Context: an optimization exercise on an open-source flow, tuned for small area and a short achievable clock period. The choices shown serve that exercise and are no tape-out recipe.
At most, simulation tests tie the RTL to the original design; equivalence was not proved.

== the reference run ==
==> module fft_peak_detect, before the edit <==
module fft_peak_detect #(
  parameter int N_POINTS = 64,
  parameter int DATA_W   = 16,
  parameter int THRESH   = 1024,
  parameter int CONFIRM  = 2,
  parameter int LED_W    = 8,
  localparam int BIN_W   = fft_peak_detect_pkg::fft_bin_w(N_POINTS),
  localparam int MAG_W   = 2*DATA_W+1
) (
  input  logic                 CLOCK_50,
  input  logic                 KEY,
  input  logic                 s_valid,
  input  logic                 s_sop,
  input  logic                 s_eop,
  input  logic signed [DATA_W-1:0] s_re,
  input  logic signed [DATA_W-1:0] s_im,
  output logic                 peak_valid,
  output logic [BIN_W-1:0]     peak_bin,
  output logic [MAG_W-1:0]     peak_mag,
  output logic                 no_signal,
  output logic                 frame_err,
  output logic [LED_W-1:0]     LEDR
);
  logic        k1_sop, k1_eop, k1_pl;
  logic [15:0] re1, im1;
  always_ff @(posedge CLOCK_50) begin
    if (KEY) begin
      k1_sop <= 1'b0;
      k1_eop <= 1'b0;
      k1_pl  <= 1'b0;
    end else begin
      k1_sop <= s_valid & s_sop;
      k1_eop <= s_valid & ~s_sop & s_eop;
      k1_pl  <= s_valid & ~s_sop & ~s_eop;
    end
  end
  always_ff @(posedge CLOCK_50) begin
    re1 <= s_re[15] ? 16'(-s_re) : s_re;
    im1 <= s_im[15] ? 16'(-s_im) : s_im;
  end
  logic        k2_sop, k2_eop, k2_pl;
  logic [31:0] ms_d, mc_d, ms2, mc2;
  fft_mag_sq_cs u_sq (.a(re1), .b(im1), .s(ms_d), .c(mc_d));
  always_ff @(posedge CLOCK_50) begin
    if (KEY) begin
      k2_sop <= 1'b0;
      k2_eop <= 1'b0;
      k2_pl  <= 1'b0;
    end else begin
      k2_sop <= k1_sop;
      k2_eop <= k1_eop;
      k2_pl  <= k1_pl;
    end
  end
  always_ff @(posedge CLOCK_50) begin
    ms2 <= ms_d;
    mc2 <= mc_d;
  end
  logic        inframe, first, armed;
  logic [5:0]  bin_cnt;
  logic [4:0]  max_bin, cand_bin;
  logic [31:0] max_mag, mag;
  logic        gt, compete, upd, last, good_eop, bad, no_sig_now, confirm;
  logic [31:0] dsum;
  logic [4:0]  pbin;
  logic [31:0] pmag;
  assign peak_bin = {1'b0, pbin};
  assign peak_mag = {1'b0, pmag};
  assign LEDR     = (pbin == 5'd0) ? '0 : LED_W'(1) << pbin[4:2];
  fft_add32 u_add (.a(ms2), .b(mc2), .s(mag));
  logic [31:0] cs_s, cs_c;
  assign cs_s = ms2 ^ mc2 ^ ~max_mag;
  assign cs_c = (ms2 & mc2) | (ms2 & ~max_mag) | (mc2 & ~max_mag);
  assign dsum = cs_s + {cs_c[30:0], 1'b0};
  assign gt   = ~dsum[31] & ~max_mag[31];
  assign last     = (bin_cnt == 6'd63);
  assign compete  = inframe & k2_pl & ~bin_cnt[5];
  assign upd      = compete & (first | gt);
  assign good_eop = inframe & k2_eop & last;
  assign bad      = inframe & (k2_sop | (k2_eop & ~last) | (k2_pl & last));
  assign no_sig_now = ~|max_mag[31:10];
  assign confirm  = armed & (max_bin == cand_bin);
  always_ff @(posedge CLOCK_50) begin
    if (upd) begin
      max_mag <= mag;
      max_bin <= bin_cnt[4:0];
    end
  end
  always_ff @(posedge CLOCK_50) begin
    if (k2_sop)
      bin_cnt <= 6'd1;
    else if (k2_pl)
      bin_cnt <= bin_cnt + 6'd1;
  end
  always_ff @(posedge CLOCK_50) begin
    if (k2_sop)
      first <= 1'b1;
    else if (k2_pl)
      first <= 1'b0;
  end
  always_ff @(posedge CLOCK_50) begin
    if (good_eop & ~no_sig_now)
      cand_bin <= max_bin;
  end
  always_ff @(posedge CLOCK_50) begin
    if (KEY) begin
      inframe    <= 1'b0;
      armed      <= 1'b0;
      peak_valid <= 1'b0;
      pbin       <= '0;
      pmag       <= '0;
      no_signal  <= 1'b0;
      frame_err  <= 1'b0;
    end else begin
      peak_valid <= 1'b0;
      if (k2_sop)
        inframe <= 1'b1;
      else if (inframe & ((k2_eop) | (k2_pl & last)))
        inframe <= 1'b0;
      if (bad)
        frame_err <= 1'b1;
      if (good_eop) begin
        no_signal <= no_sig_now;
        armed     <= ~no_sig_now;
        if (no_sig_now | confirm) begin
          pbin          <= no_sig_now ? 5'd0 : max_bin;
          pmag[31:10]   <= max_mag[31:10];
          pmag[9:0]     <= no_sig_now ? 10'd0 : max_mag[9:0];
          peak_valid    <= 1'b1;
        end
      end
    end
  end
endmodule
export LEC_CHECK = 0
export CAP_MARGIN = 20
export CORE_MARGIN = 2
export CORE_UTILIZATION = 40
export CTS_BUF_LIST = sky130_fd_sc_hd__clkbuf_4 sky130_fd_sc_hd__clkbuf_8
export PLACE_DENSITY = 0.6
export SETUP_SLACK_MARGIN = 4.5
export SLEW_MARGIN = 20
create_clock -name core_clock -period 8.0 [get_ports {CLOCK_50}]
standard.sh (not shown) runs the stock make flow with config.mk's settings and CLKGATE_MAP_FILE= SYNTH_SCRIPT=/design/flow/synth_recipe.tcl, a recipe that flattens the netlist after the stock synthesis.
==> flow/flow/run.sh <==
#!/bin/bash
# Standard ORFS layout with two changes:
#  1. after the standard synthesis, flow/polarity.py flips full adders
#     (FA(~a,~b,~c) = ~FA(a,b,c)) to remove most inverters between them;
#     registers and everything else are left as synthesis made them;
#  2. the ports are buffered with buf_1 instead of the default pick.
set -euo pipefail
R=orfs/results/sky130hd/fft_peak_detect/base
bash standard.sh synth > synth.log 2>&1
cp $R/1_2_yosys.v $R/1_2_yosys.std.v
python3 flow/polarity.py $R/1_2_yosys.std.v $R/1_2_yosys.v > polarity.log 2>&1
rm -f $R/1_synth.odb
bash standard.sh "BUFFER_PORTS_ARGS=-buffer_cell sky130_fd_sc_hd__buf_1" finish > flow.log 2>&1
Other scripts of this flow, unchanged in this note and not shown: flow/flow/polarity.py
The reference run went all the way through the flow, and no timing, DRC or antenna check failed.
For the trial run, these inputs were changed with respect to the reference run:
--- a/flow/design.v
+++ b/flow/design.v
@@ -641,37 +641,33 @@
   output logic                 frame_err,
   output logic [LED_W-1:0]     LEDR
 );
-  logic        k1_sop, k1_eop, k1_pl;
+  logic [1:0]  k1;
   logic [15:0] re1, im1;
   always_ff @(posedge CLOCK_50) begin
     if (KEY) begin
-      k1_sop <= 1'b0;
-      k1_eop <= 1'b0;
-      k1_pl  <= 1'b0;
+      k1 <= 2'b00;
     end else begin
-      k1_sop <= s_valid & s_sop;
-      k1_eop <= s_valid & ~s_sop & s_eop;
-      k1_pl  <= s_valid & ~s_sop & ~s_eop;
+      k1 <= {s_valid & (s_sop | s_eop), s_valid & ~s_sop};
     end
   end
   always_ff @(posedge CLOCK_50) begin
     re1 <= s_re[15] ? 16'(-s_re) : s_re;
     im1 <= s_im[15] ? 16'(-s_im) : s_im;
   end
+  logic [1:0]  k2;
   logic        k2_sop, k2_eop, k2_pl;
   logic [31:0] ms_d, mc_d, ms2, mc2;
   fft_mag_sq_cs u_sq (.a(re1), .b(im1), .s(ms_d), .c(mc_d));
   always_ff @(posedge CLOCK_50) begin
     if (KEY) begin
-      k2_sop <= 1'b0;
-      k2_eop <= 1'b0;
-      k2_pl  <= 1'b0;
+      k2 <= 2'b00;
     end else begin
-      k2_sop <= k1_sop;
-      k2_eop <= k1_eop;
-      k2_pl  <= k1_pl;
+      k2 <= k1;
     end
   end
+  assign k2_pl  = ~k2[1] &  k2[0];
+  assign k2_sop =  k2[1] & ~k2[0];
+  assign k2_eop =  k2[1] &  k2[0];
   always_ff @(posedge CLOCK_50) begin
     ms2 <= ms_d;
     mc2 <= mc_d;
==> comparison <==
On via density per instance, the trial run and the reference run are basically level. In summary, the trial run completed successfully, with a layout that passed the timing, DRC and antenna checks. ~same starting density of the core in the trial run and the reference run. Compared with the reference run, the trial run shows a lower global-route usage. Taking the reference run as the reference, in the trial run share of the core filled with cells in the final layout went down; sequential share of layout area went down; final hold slack went up; layout-stage area growth over the synthesis result went down. Comparing the two runs side by side, the trial run comes out ahead of the reference run on clock skew. Via count of the first global-routing pass was lower in the run labelled the trial run. Compare the trial run and the reference run | setup slack lower: the trial run. Changes observed in the trial run relative to the reference run: clock net sink count lower, share of the clock period used by the worst path higher. Per the comparison of the trial run with the reference run, area after synthesis went up by about 0.3%; depth of the critical timing path with buffers and inverters included was more or less identical.
No functional check of the RTL was part of the trial run.

## separate check: timing with driven ports
How much do the figures lean on ideal ports? The routed layouts below were timed once more, with nothing changed but the port constraints.
Step 1: set_driving_cell puts a clkbuf_16 on CLOCK_50 and a buf_2 on each other input, an assumption about the parent block.
Step 2 times the ports against the registers' clock, not the clock port: input delays grow and output delays shrink by t, the midpoint of the rising clock arrivals with the driver on.
Slacks: ideal ports / drivers / drivers and shift; pairs: ideal ports / drivers.
run	t (ns)	setup WS [ns]	worst hold slack (ns)	slew at the worst register clock pin (ns)	worst data-port slew with drivers (ns)
the reference run	0.526	4.596 / 4.596 / 4.565	0.416 / 0.416 / 0.416	0.12 / 0.12	0.03
the trial run	0.522	4.575 / 4.575 / 4.457	0.442 / 0.442 / 0.442	0.11 / 0.11	0.03
After both steps every run listed still meets setup and hold. For the trial run, which loses most, drivers alone change the setup slack by 0.000 ns; drivers and shift together by -0.118 ns.
